What follows belongs to an exercise in optimizing a design on an open flow for small area, a short achievable clock period and few clock cycles per item; a production flow would make more cautious choices. Where RTL was checked, it was by simulation tests only, not by an equivalence proof against the original. Power and IR drop assume default switching activity.

==> inputs of job 7601 <==
==> flow/design.v <==
module tau_top (
	input  logic        i_clk,
	input  logic        i_rst_n,
	input  logic        i_wb_cyc,
	input  logic        i_wb_stb,
	input  logic        i_wb_we,
	input  logic [3:0]  i_wb_adr,
	input  logic [31:0] i_wb_dat,
	output logic        o_wb_ack,
	output logic [31:0] o_wb_dat,
	input  logic        i_req_rdy,
	input  logic [69:0] i_req,
	output logic        o_req_ack,
	output logic        o_addr_rdy,
	output logic [18:0] o_addr,
	input  logic        i_addr_ack
);
	function automatic logic [31:0] csa(input logic [15:0] a, input logic [15:0] b, input logic [15:0] c);
		logic [15:0] s;
		logic [15:0] y;
		s = a ^ b ^ c;
		y = (a & b) | (a & c) | (b & c);
		csa = {y[14:0], 1'b0, s};
	endfunction
	logic [3:0][15:0] base0;
	logic [3:0][15:0] base1;
	logic [3:0][15:0] pitch;
	logic [3:0][13:0] bstr;
	logic [3:0][13:0] astr;
	logic        wb_hit;
	logic        ack_r;
	logic        wq_v;
	logic [3:0]  wq_adr;
	logic [31:0] wq_dat;
	logic [31:0] wdat;
	logic [31:0] rd_word;
	logic [31:0] rd_dat_r;
	assign wb_hit = i_wb_cyc && i_wb_stb && !ack_r;
	always_ff @(posedge i_clk) begin
		wq_v   <= i_rst_n && wb_hit && i_wb_we;
		wq_adr <= i_wb_adr;
		wq_dat <= i_wb_dat;
	end
	assign wdat   = wq_dat & {32{i_rst_n}};
	for (genvar e = 0; e < 4; e++) begin : g_tab
		logic [3:0] wen;
		for (genvar w = 0; w < 4; w++) begin : g_w
			assign wen[w] = !i_rst_n || (wq_v && wq_adr == 4'(e * 4 + w));
		end
		always_ff @(posedge i_clk) begin
			if (wen[0]) begin
				base0[e] <= wdat[15:0];
				base1[e] <= wdat[31:16];
			end
			if (wen[1]) pitch[e] <= wdat[15:0];
			if (wen[2]) bstr[e]  <= wdat[13:0];
			if (wen[3]) astr[e]  <= wdat[13:0];
		end
	end
	always_comb begin
		case (i_wb_adr[1:0])
			2'd0:    rd_word = {base1[i_wb_adr[3:2]], base0[i_wb_adr[3:2]]};
			2'd1:    rd_word = {16'd0, pitch[i_wb_adr[3:2]]};
			2'd2:    rd_word = {18'd0, bstr[i_wb_adr[3:2]]};
			default: rd_word = {18'd0, astr[i_wb_adr[3:2]]};
		endcase
	end
	always_ff @(posedge i_clk) begin
		if (!i_rst_n) ack_r <= 1'b0;
		else          ack_r <= wb_hit;
	end
	always_ff @(posedge i_clk) rd_dat_r <= rd_word;
	assign o_wb_ack = ack_r;
	assign o_wb_dat = rd_dat_r;
	logic        adv;        
	logic        kv;         
	logic        ov;         
	logic        o_free;
	logic        rv;
	logic [63:0] r_ofs;      
	logic [1:0]  r_id;
	logic [1:0]  r_last_id;
	logic        r_last;
	logic        free;       
	logic [35:0] ctl_r;      
	logic [1:0]  beg;
	logic [1:0]  lst;
	logic [1:0]  nxt_id;
	logic        rv_n;
	logic        kv_n;
	logic        r_last_n;
	logic        s3_v;
	function automatic logic [35:0] ctl_dec(input logic [13:0] b, input logic [13:0] a);
		logic [27:0] f;
		logic [6:0]  l;
		f = {b, a};
		for (int k = 0; k < 4; k++) begin
			l = f[7*k +: 7];
			ctl_dec[9*k +: 3] = l[2:0];
			for (int j = 0; j < 3; j++) begin
				ctl_dec[9*k + 3 + 2*j]     = l[3 + j] && !l[6];
				ctl_dec[9*k + 3 + 2*j + 1] = l[3 + j] && l[6];
			end
		end
	endfunction
	assign beg    = i_req[4:3];
	assign lst    = 2'(i_req[2:0] - 3'd1);
	assign nxt_id = r_id + 2'd1;
	assign adv    = !kv;
	assign rv_n     = i_rst_n && (free ? i_req_rdy : rv);
	assign kv_n     = i_rst_n && !o_free && (kv || (adv && s3_v));
	assign r_last_n = free ? (beg == lst) : (adv ? (nxt_id == r_last_id) : r_last);
	always_ff @(posedge i_clk) begin
		rv     <= rv_n;
		kv     <= kv_n;
		r_last <= r_last_n;
		free   <= !rv_n || (!kv_n && r_last_n);
	end
	assign o_req_ack = free;
	always_ff @(posedge i_clk) begin
		if (free) begin
			r_ofs     <= i_req[69:6];
			r_last_id <= lst;
			r_id      <= beg;
			ctl_r     <= ctl_dec(bstr[beg], astr[beg]);
		end else if (adv) begin
			r_id      <= nxt_id;
			ctl_r     <= ctl_dec(bstr[nxt_id], astr[nxt_id]);
		end
	end
	logic [1:0][12:0][15:0] d_l0;
	logic [1:0][8:0][15:0]  d_l1;
	logic [1:0][5:0][15:0]  d_l2;
	logic [1:0][3:0][15:0]  d_l3;
	logic [1:0][2:0][15:0]  d_l4;
	logic [1:0][1:0][15:0]  d_l5;
	always_comb begin
		logic [15:0] sh;
		for (int k = 0; k < 4; k++) begin
			sh = r_ofs[16*k +: 16] << ctl_r[9*k +: 3];
			for (int j = 0; j < 3; j++) begin
				for (int d = 0; d < 2; d++) begin
					d_l0[d][3*k + j] = (sh << j) & {16{ctl_r[9*k + 3 + 2*j + d]}};
				end
			end
		end
		d_l0[0][12] = base0[r_id];
		d_l0[1][12] = base1[r_id];
		for (int d = 0; d < 2; d++) begin
			for (int g = 0; g < 4; g++) {d_l1[d][2*g+1], d_l1[d][2*g]} = csa(d_l0[d][3*g], d_l0[d][3*g+1], d_l0[d][3*g+2]);
			d_l1[d][8] = d_l0[d][12];
			for (int g = 0; g < 3; g++) {d_l2[d][2*g+1], d_l2[d][2*g]} = csa(d_l1[d][3*g], d_l1[d][3*g+1], d_l1[d][3*g+2]);
			for (int g = 0; g < 2; g++) {d_l3[d][2*g+1], d_l3[d][2*g]} = csa(d_l2[d][3*g], d_l2[d][3*g+1], d_l2[d][3*g+2]);
			{d_l4[d][1], d_l4[d][0]} = csa(d_l3[d][0], d_l3[d][1], d_l3[d][2]);
			d_l4[d][2] = d_l3[d][3];
			{d_l5[d][1], d_l5[d][0]} = csa(d_l4[d][0], d_l4[d][1], d_l4[d][2]);
		end
	end
	logic                   s1_v;
	logic [1:0]             s1_id;
	logic [1:0][1:0][15:0]  s1_m;    
	always_ff @(posedge i_clk) begin
		if (!i_rst_n) s1_v <= 1'b0;
		else if (adv) s1_v <= rv;
	end
	always_ff @(posedge i_clk) begin
		if (adv) begin
			s1_id <= r_id;
			s1_m  <= d_l5;
		end
	end
	logic              s2_v;
	logic [1:0]        s2_id;
	logic [15:0]       s2_m1;
	logic [15:0]       s2_p;
	logic [1:0][15:0]  s2_m0;
	always_ff @(posedge i_clk) begin
		if (!i_rst_n) s2_v <= 1'b0;
		else if (adv) s2_v <= s1_v;
	end
	always_ff @(posedge i_clk) begin
		if (adv) begin
			s2_id <= s1_id;
			s2_m1 <= s1_m[1][0] + s1_m[1][1];
			s2_p  <= pitch[s1_id];
			s2_m0 <= s1_m[0];
		end
	end
	logic [17:0][15:0]  p_l0;
	logic [11:0][15:0]  p_l1;
	logic [7:0][15:0]   p_l2;
	logic [5:0][15:0]   p_l3;
	logic [3:0][15:0]   p_l4;
	logic [2:0][15:0]   p_l5;
	logic [1:0][15:0]   p_l6;
	always_comb begin
		for (int j = 0; j < 16; j++) begin
			p_l0[j] = (s2_m1 << j) & {16{s2_p[j]}};
		end
		p_l0[16] = s2_m0[0];
		p_l0[17] = s2_m0[1];
		for (int g = 0; g < 6; g++) {p_l1[2*g+1], p_l1[2*g]} = csa(p_l0[3*g], p_l0[3*g+1], p_l0[3*g+2]);
		for (int g = 0; g < 4; g++) {p_l2[2*g+1], p_l2[2*g]} = csa(p_l1[3*g], p_l1[3*g+1], p_l1[3*g+2]);
		for (int g = 0; g < 2; g++) {p_l3[2*g+1], p_l3[2*g]} = csa(p_l2[3*g], p_l2[3*g+1], p_l2[3*g+2]);
		p_l3[4] = p_l2[6];
		p_l3[5] = p_l2[7];
		for (int g = 0; g < 2; g++) {p_l4[2*g+1], p_l4[2*g]} = csa(p_l3[3*g], p_l3[3*g+1], p_l3[3*g+2]);
		{p_l5[1], p_l5[0]} = csa(p_l4[0], p_l4[1], p_l4[2]);
		p_l5[2] = p_l4[3];
		{p_l6[1], p_l6[0]} = csa(p_l5[0], p_l5[1], p_l5[2]);
	end
	logic [1:0]        s3_id;
	logic [1:0][15:0]  s3_r;
	always_ff @(posedge i_clk) begin
		if (!i_rst_n) s3_v <= 1'b0;
		else if (adv) s3_v <= s2_v;
	end
	always_ff @(posedge i_clk) begin
		if (adv) begin
			s3_id <= s2_id;
			s3_r  <= p_l6;
		end
	end
	logic [17:0]      item;
	logic [17:0]      o_r;
	logic [17:0]      k_r;
	assign item   = {s3_r[0] + s3_r[1], s3_id};
	assign o_free = !ov || i_addr_ack;
	always_ff @(posedge i_clk) begin
		if (!i_rst_n)    ov <= 1'b0;
		else if (o_free) ov <= kv || (adv && s3_v);
	end
	always_ff @(posedge i_clk) begin
		if (o_free) o_r <= kv ? k_r : item;
		if (adv)    k_r <= item;
	end
	assign o_addr_rdy = ov;
	assign o_addr     = {o_r[17:2], 1'b0, o_r[1:0]};
endmodule
==> flow/run.sh <==
#!/bin/bash
# synth_recipe.tcl (not shown) runs the flow's synth.tcl, then flattens the netlist and writes it again
# the make line also repeats each setting of config.mk as NAME=value (left out here)
make -C /OpenROAD-flow-scripts/flow DESIGN_CONFIG=/design/flow/config.mk WORK_HOME=/design/flow/orfs CLKGATE_MAP_FILE= SYNTH_SCRIPT=/design/flow/synth_recipe.tcl finish
==> flow/config.mk <==
export PLATFORM = sky130hd
export DESIGN_NAME = tau_top
export DESIGN_NICKNAME = tau_top
export VERILOG_FILES = /design/flow/design.v
export SDC_FILE = /design/flow/constraint.sdc
export NUM_CORES = 4
export LEC_CHECK = 0
export CAP_MARGIN = 20
export CORE_MARGIN = 2
export CORE_UTILIZATION = 40
export SLEW_MARGIN = 20
==> flow/constraint.sdc <==
create_clock -name core_clock -period 12.0 [get_ports {i_clk}]
set_input_delay 2.4000 -clock core_clock [delete_from_list [all_inputs] [get_ports {i_clk}]]
set_output_delay 2.4000 -clock core_clock [all_outputs]
set_load 0.01 [all_outputs]
==> job 5658 (differences from job 7601) <==
--- a/flow/design.v
+++ b/flow/design.v
@@ -83,5 +83,4 @@
 	logic        r_last;
 	logic        free;       
-	logic [35:0] ctl_r;      
 	logic [1:0]  beg;
 	logic [1:0]  lst;
@@ -91,17 +90,4 @@
 	logic        r_last_n;
 	logic        s3_v;
-	function automatic logic [35:0] ctl_dec(input logic [13:0] b, input logic [13:0] a);
-		logic [27:0] f;
-		logic [6:0]  l;
-		f = {b, a};
-		for (int k = 0; k < 4; k++) begin
-			l = f[7*k +: 7];
-			ctl_dec[9*k +: 3] = l[2:0];
-			for (int j = 0; j < 3; j++) begin
-				ctl_dec[9*k + 3 + 2*j]     = l[3 + j] && !l[6];
-				ctl_dec[9*k + 3 + 2*j + 1] = l[3 + j] && l[6];
-			end
-		end
-	endfunction
 	assign beg    = i_req[4:3];
 	assign lst    = 2'(i_req[2:0] - 3'd1);
@@ -123,36 +109,67 @@
 			r_last_id <= lst;
 			r_id      <= beg;
-			ctl_r     <= ctl_dec(bstr[beg], astr[beg]);
 		end else if (adv) begin
 			r_id      <= nxt_id;
-			ctl_r     <= ctl_dec(bstr[nxt_id], astr[nxt_id]);
-		end
-	end
-	logic [1:0][12:0][15:0] d_l0;
-	logic [1:0][8:0][15:0]  d_l1;
-	logic [1:0][5:0][15:0]  d_l2;
-	logic [1:0][3:0][15:0]  d_l3;
-	logic [1:0][2:0][15:0]  d_l4;
-	logic [1:0][1:0][15:0]  d_l5;
-	always_comb begin
-		logic [15:0] sh;
+		end
+	end
+	logic [27:0]            lanes;
+	logic [3:0][15:0]       sh_n;
+	logic [3:0][1:0][4:0]   sel_n;
+	assign lanes = {bstr[r_id], astr[r_id]};
+	always_comb begin
+		logic [6:0] l;
+		logic       dm;
 		for (int k = 0; k < 4; k++) begin
-			sh = r_ofs[16*k +: 16] << ctl_r[9*k +: 3];
-			for (int j = 0; j < 3; j++) begin
-				for (int d = 0; d < 2; d++) begin
-					d_l0[d][3*k + j] = (sh << j) & {16{ctl_r[9*k + 3 + 2*j + d]}};
-				end
+			l = lanes[7*k +: 7];
+			sh_n[k] = r_ofs[16*k +: 16] << l[2:0];
+			for (int d = 0; d < 2; d++) begin
+				dm = l[6] == 1'(d);
+				sel_n[k][d][0] = dm && l[3];
+				sel_n[k][d][1] = dm && l[4] && !l[3];
+				sel_n[k][d][2] = dm && l[4];
+				sel_n[k][d][3] = dm && (l[5] ^ l[4]);
+				sel_n[k][d][4] = dm && l[5] && l[4];
 			end
 		end
-		d_l0[0][12] = base0[r_id];
-		d_l0[1][12] = base1[r_id];
+	end
+	logic                   sh_v;
+	logic [1:0]             sh_id;
+	logic [3:0][15:0]       sh_a;
+	logic [3:0][1:0][4:0]   sh_sel;
+	always_ff @(posedge i_clk) begin
+		if (!i_rst_n) sh_v <= 1'b0;
+		else if (adv) sh_v <= rv;
+	end
+	always_ff @(posedge i_clk) begin
+		if (adv) begin
+			sh_id  <= r_id;
+			sh_a   <= sh_n;
+			sh_sel <= sel_n;
+		end
+	end
+	logic [1:0][7:0][15:0]  d_l0;
+	logic [1:0][5:0][15:0]  d_l1;
+	logic [1:0][3:0][15:0]  d_l2;
+	logic [1:0][2:0][15:0]  d_l3;
+	logic [1:0][1:0][15:0]  d_l4;
+	always_comb begin
+		logic [15:0] a;
+		logic [4:0]  s;
 		for (int d = 0; d < 2; d++) begin
-			for (int g = 0; g < 4; g++) {d_l1[d][2*g+1], d_l1[d][2*g]} = csa(d_l0[d][3*g], d_l0[d][3*g+1], d_l0[d][3*g+2]);
-			d_l1[d][8] = d_l0[d][12];
-			for (int g = 0; g < 3; g++) {d_l2[d][2*g+1], d_l2[d][2*g]} = csa(d_l1[d][3*g], d_l1[d][3*g+1], d_l1[d][3*g+2]);
-			for (int g = 0; g < 2; g++) {d_l3[d][2*g+1], d_l3[d][2*g]} = csa(d_l2[d][3*g], d_l2[d][3*g+1], d_l2[d][3*g+2]);
+			for (int k = 0; k < 4; k++) begin
+				a = sh_a[k];
+				s = sh_sel[k][d];
+				d_l0[d][k] = (({16{s[0]}} & a) | ({16{s[1]}} & {a[14:0], 1'b0})) ^ {16{s[2]}};
+				d_l0[d][4 + k] = ({16{s[3]}} & {a[13:0], 2'b0}) | ({16{s[4]}} & {a[12:0], 3'b0}) | {15'd0, s[2]};
+			end
+		end
+		for (int d = 0; d < 2; d++) begin
+			for (int g = 0; g < 2; g++) {d_l1[d][2*g+1], d_l1[d][2*g]} = csa(d_l0[d][3*g], d_l0[d][3*g+1], d_l0[d][3*g+2]);
+			d_l1[d][4] = d_l0[d][6];
+			d_l1[d][5] = d_l0[d][7];
+			for (int g = 0; g < 2; g++) {d_l2[d][2*g+1], d_l2[d][2*g]} = csa(d_l1[d][3*g], d_l1[d][3*g+1], d_l1[d][3*g+2]);
+			{d_l3[d][1], d_l3[d][0]} = csa(d_l2[d][0], d_l2[d][1], d_l2[d][2]);
+			d_l3[d][2] = d_l2[d][3];
 			{d_l4[d][1], d_l4[d][0]} = csa(d_l3[d][0], d_l3[d][1], d_l3[d][2]);
-			d_l4[d][2] = d_l3[d][3];
-			{d_l5[d][1], d_l5[d][0]} = csa(d_l4[d][0], d_l4[d][1], d_l4[d][2]);
 		end
 	end
@@ -160,12 +177,29 @@
 	logic [1:0]             s1_id;
 	logic [1:0][1:0][15:0]  s1_m;    
+	logic [1:0][15:0]       s1_base;
 	always_ff @(posedge i_clk) begin
 		if (!i_rst_n) s1_v <= 1'b0;
-		else if (adv) s1_v <= rv;
-	end
-	always_ff @(posedge i_clk) begin
-		if (adv) begin
-			s1_id <= r_id;
-			s1_m  <= d_l5;
+		else if (adv) s1_v <= sh_v;
+	end
+	always_ff @(posedge i_clk) begin
+		if (adv) begin
+			s1_id <= sh_id;
+			s1_m  <= d_l4;
+			s1_base <= {base1[sh_id], base0[sh_id]};
+		end
+	end
+	logic [15:0]       pit;
+	logic [7:0][2:0]   pb_n;     
+	logic [1:0][1:0][15:0] m_cs;
+	assign m_cs[0] = csa(s1_m[0][0], s1_m[0][1], s1_base[0]);
+	assign m_cs[1] = csa(s1_m[1][0], s1_m[1][1], s1_base[1]);
+	assign pit = pitch[s1_id];
+	always_comb begin
+		logic [2:0] t;
+		for (int i = 0; i < 8; i++) begin
+			t = {pit[2*i + 1], pit[2*i], (i == 0) ? 1'b0 : pit[2*i - 1]};
+			pb_n[i][0] = t[1] ^ t[0];
+			pb_n[i][1] = (t[2] && !t[1] && !t[0]) || (!t[2] && t[1] && t[0]);
+			pb_n[i][2] = t[2];
 		end
 	end
@@ -173,6 +207,6 @@
 	logic [1:0]        s2_id;
 	logic [15:0]       s2_m1;
-	logic [15:0]       s2_p;
-	logic [1:0][15:0]  s2_m0;
+	logic [15:0]       s2_m0;
+	logic [7:0][2:0]   s2_pb;
 	always_ff @(posedge i_clk) begin
 		if (!i_rst_n) s2_v <= 1'b0;
@@ -182,33 +216,30 @@
 		if (adv) begin
 			s2_id <= s1_id;
-			s2_m1 <= s1_m[1][0] + s1_m[1][1];
-			s2_p  <= pitch[s1_id];
-			s2_m0 <= s1_m[0];
-		end
-	end
-	logic [17:0][15:0]  p_l0;
-	logic [11:0][15:0]  p_l1;
-	logic [7:0][15:0]   p_l2;
-	logic [5:0][15:0]   p_l3;
-	logic [3:0][15:0]   p_l4;
-	logic [2:0][15:0]   p_l5;
-	logic [1:0][15:0]   p_l6;
-	always_comb begin
-		for (int j = 0; j < 16; j++) begin
-			p_l0[j] = (s2_m1 << j) & {16{s2_p[j]}};
-		end
-		p_l0[16] = s2_m0[0];
-		p_l0[17] = s2_m0[1];
-		for (int g = 0; g < 6; g++) {p_l1[2*g+1], p_l1[2*g]} = csa(p_l0[3*g], p_l0[3*g+1], p_l0[3*g+2]);
-		for (int g = 0; g < 4; g++) {p_l2[2*g+1], p_l2[2*g]} = csa(p_l1[3*g], p_l1[3*g+1], p_l1[3*g+2]);
-		for (int g = 0; g < 2; g++) {p_l3[2*g+1], p_l3[2*g]} = csa(p_l2[3*g], p_l2[3*g+1], p_l2[3*g+2]);
-		p_l3[4] = p_l2[6];
-		p_l3[5] = p_l2[7];
-		for (int g = 0; g < 2; g++) {p_l4[2*g+1], p_l4[2*g]} = csa(p_l3[3*g], p_l3[3*g+1], p_l3[3*g+2]);
-		{p_l5[1], p_l5[0]} = csa(p_l4[0], p_l4[1], p_l4[2]);
-		p_l5[2] = p_l4[3];
-		{p_l6[1], p_l6[0]} = csa(p_l5[0], p_l5[1], p_l5[2]);
+			s2_m1 <= m_cs[1][0] + m_cs[1][1];
+			s2_m0 <= m_cs[0][0] + m_cs[0][1];
+			s2_pb <= pb_n;
+		end
+	end
+	logic [8:0][15:0]  p_l0;
+	logic [5:0][15:0]  p_l1;
+	logic [3:0][15:0]  p_l2;
+	logic [2:0][15:0]  p_l3;
+	logic [1:0][15:0]  p_l4;
+	always_comb begin
+		logic [15:0] row;
+		for (int i = 0; i < 8; i++) begin
+			row = (({16{s2_pb[i][0]}} & s2_m1) | ({16{s2_pb[i][1]}} & {s2_m1[14:0], 1'b0})) ^ {16{s2_pb[i][2]}};
+			p_l0[i] = row << (2 * i);
+			if (i > 0) p_l0[i][2*i - 2] = s2_pb[i - 1][2];
+		end
+		p_l0[8] = {1'b0, s2_pb[7][2], 14'd0};
+		for (int g = 0; g < 3; g++) {p_l1[2*g+1], p_l1[2*g]} = csa(p_l0[3*g], p_l0[3*g+1], p_l0[3*g+2]);
+		for (int g = 0; g < 2; g++) {p_l2[2*g+1], p_l2[2*g]} = csa(p_l1[3*g], p_l1[3*g+1], p_l1[3*g+2]);
+		{p_l3[1], p_l3[0]} = csa(p_l2[0], p_l2[1], p_l2[2]);
+		p_l3[2] = p_l2[3];
+		{p_l4[1], p_l4[0]} = csa(p_l3[0], p_l3[1], p_l3[2]);
 	end
 	logic [1:0]        s3_id;
+	logic [15:0]       s3_m0;
 	logic [1:0][15:0]  s3_r;
 	always_ff @(posedge i_clk) begin
@@ -219,11 +250,14 @@
 		if (adv) begin
 			s3_id <= s2_id;
-			s3_r  <= p_l6;
-		end
-	end
+			s3_m0 <= s2_m0;
+			s3_r  <= p_l4;
+		end
+	end
+	logic [1:0][15:0] q;
 	logic [17:0]      item;
 	logic [17:0]      o_r;
 	logic [17:0]      k_r;
-	assign item   = {s3_r[0] + s3_r[1], s3_id};
+	assign q      = csa(s3_r[0], s3_r[1], s3_m0);
+	assign item   = {q[0] + q[1], s3_id};
 	assign o_free = !ov || i_addr_ack;
 	always_ff @(posedge i_clk) begin
==> comparison table <==
                                                                      job 5658                   job 7601
Run status                                                      finished clean             finished clean
Max stage delay cell, worst path                       sky130_fd_sc_hd__mux4_2  sky130_fd_sc_hd__edfxtp_1
Proportion of cell area occupied by multi-input gates                    38.0%                      43.7%
Highest metal layer with signal wires                                     met5                       met4
Share of the clock period used by the worst path                         37.7%                      48.9%
Layout Area Growth over Synthesis                                        13.3%                      13.6%
Initial Utilization                                                      40.3%                      40.2%
Clock Sink Count                                                           790                        680
Count of mapped cells out of synthesis                                    2929                       3036
Layout cells sized above 1                                               13.1%                      13.2%
Overall power consumption                                              15.7 mW                    14.4 mW
Diode insertion count for antenna repair                                     0                          1
Final non-filler cell total                                               4483                       4626
Total core area                                                     107000 µm²                 105000 µm²
Number of cell rows                                                        120                        119
Startpoint of the lowest-slack hold path                              s2_m0[0]                   s1_m[33]
GRT Total Usage                                                          20.5%                      20.4%
Internal reg-to-reg setup slack                                        7.95 ns                    6.13 ns
Testbench counts of job 5658, summed over its fixed seeds: cycles 4,198, items 4,150.
Function not checked in job 7601: the RTL went through the layout flow alone.

==> re-timing with driven ports <==
Ports are ideal in the flow. The routed layouts listed here were re-timed in OpenROAD.
Step 1, drivers: a clkbuf_16 drives i_clk and a buf_2 each remaining input, both assumed.
Step 2 moves the port delays by t, midway between the first and last clock arrival at a register: inputs arrive t later, outputs are due t later. That takes back most of the time a late clock gives input paths.
Slacks: no drivers / after step 1 / after step 2; pairs: no drivers / after step 1.
| run | t (ns) | setup slack, ns | worst setup path after step 2 | latest minus earliest clock arrival (ns) |
|---|---|---|---|---|
| job 7601 | 0.727 | 6.130 / 6.130 / 6.130 | register to register | 0.074 / 0.074 |
| job 5658 | 0.730 | 7.479 / 7.521 / 6.791 | input to register | 0.047 / 0.047 |
After both steps every run listed still meets setup and hold. The setup slack of job 5658, which loses most, moves by +0.042 ns with the drivers and by -0.688 ns with both steps.
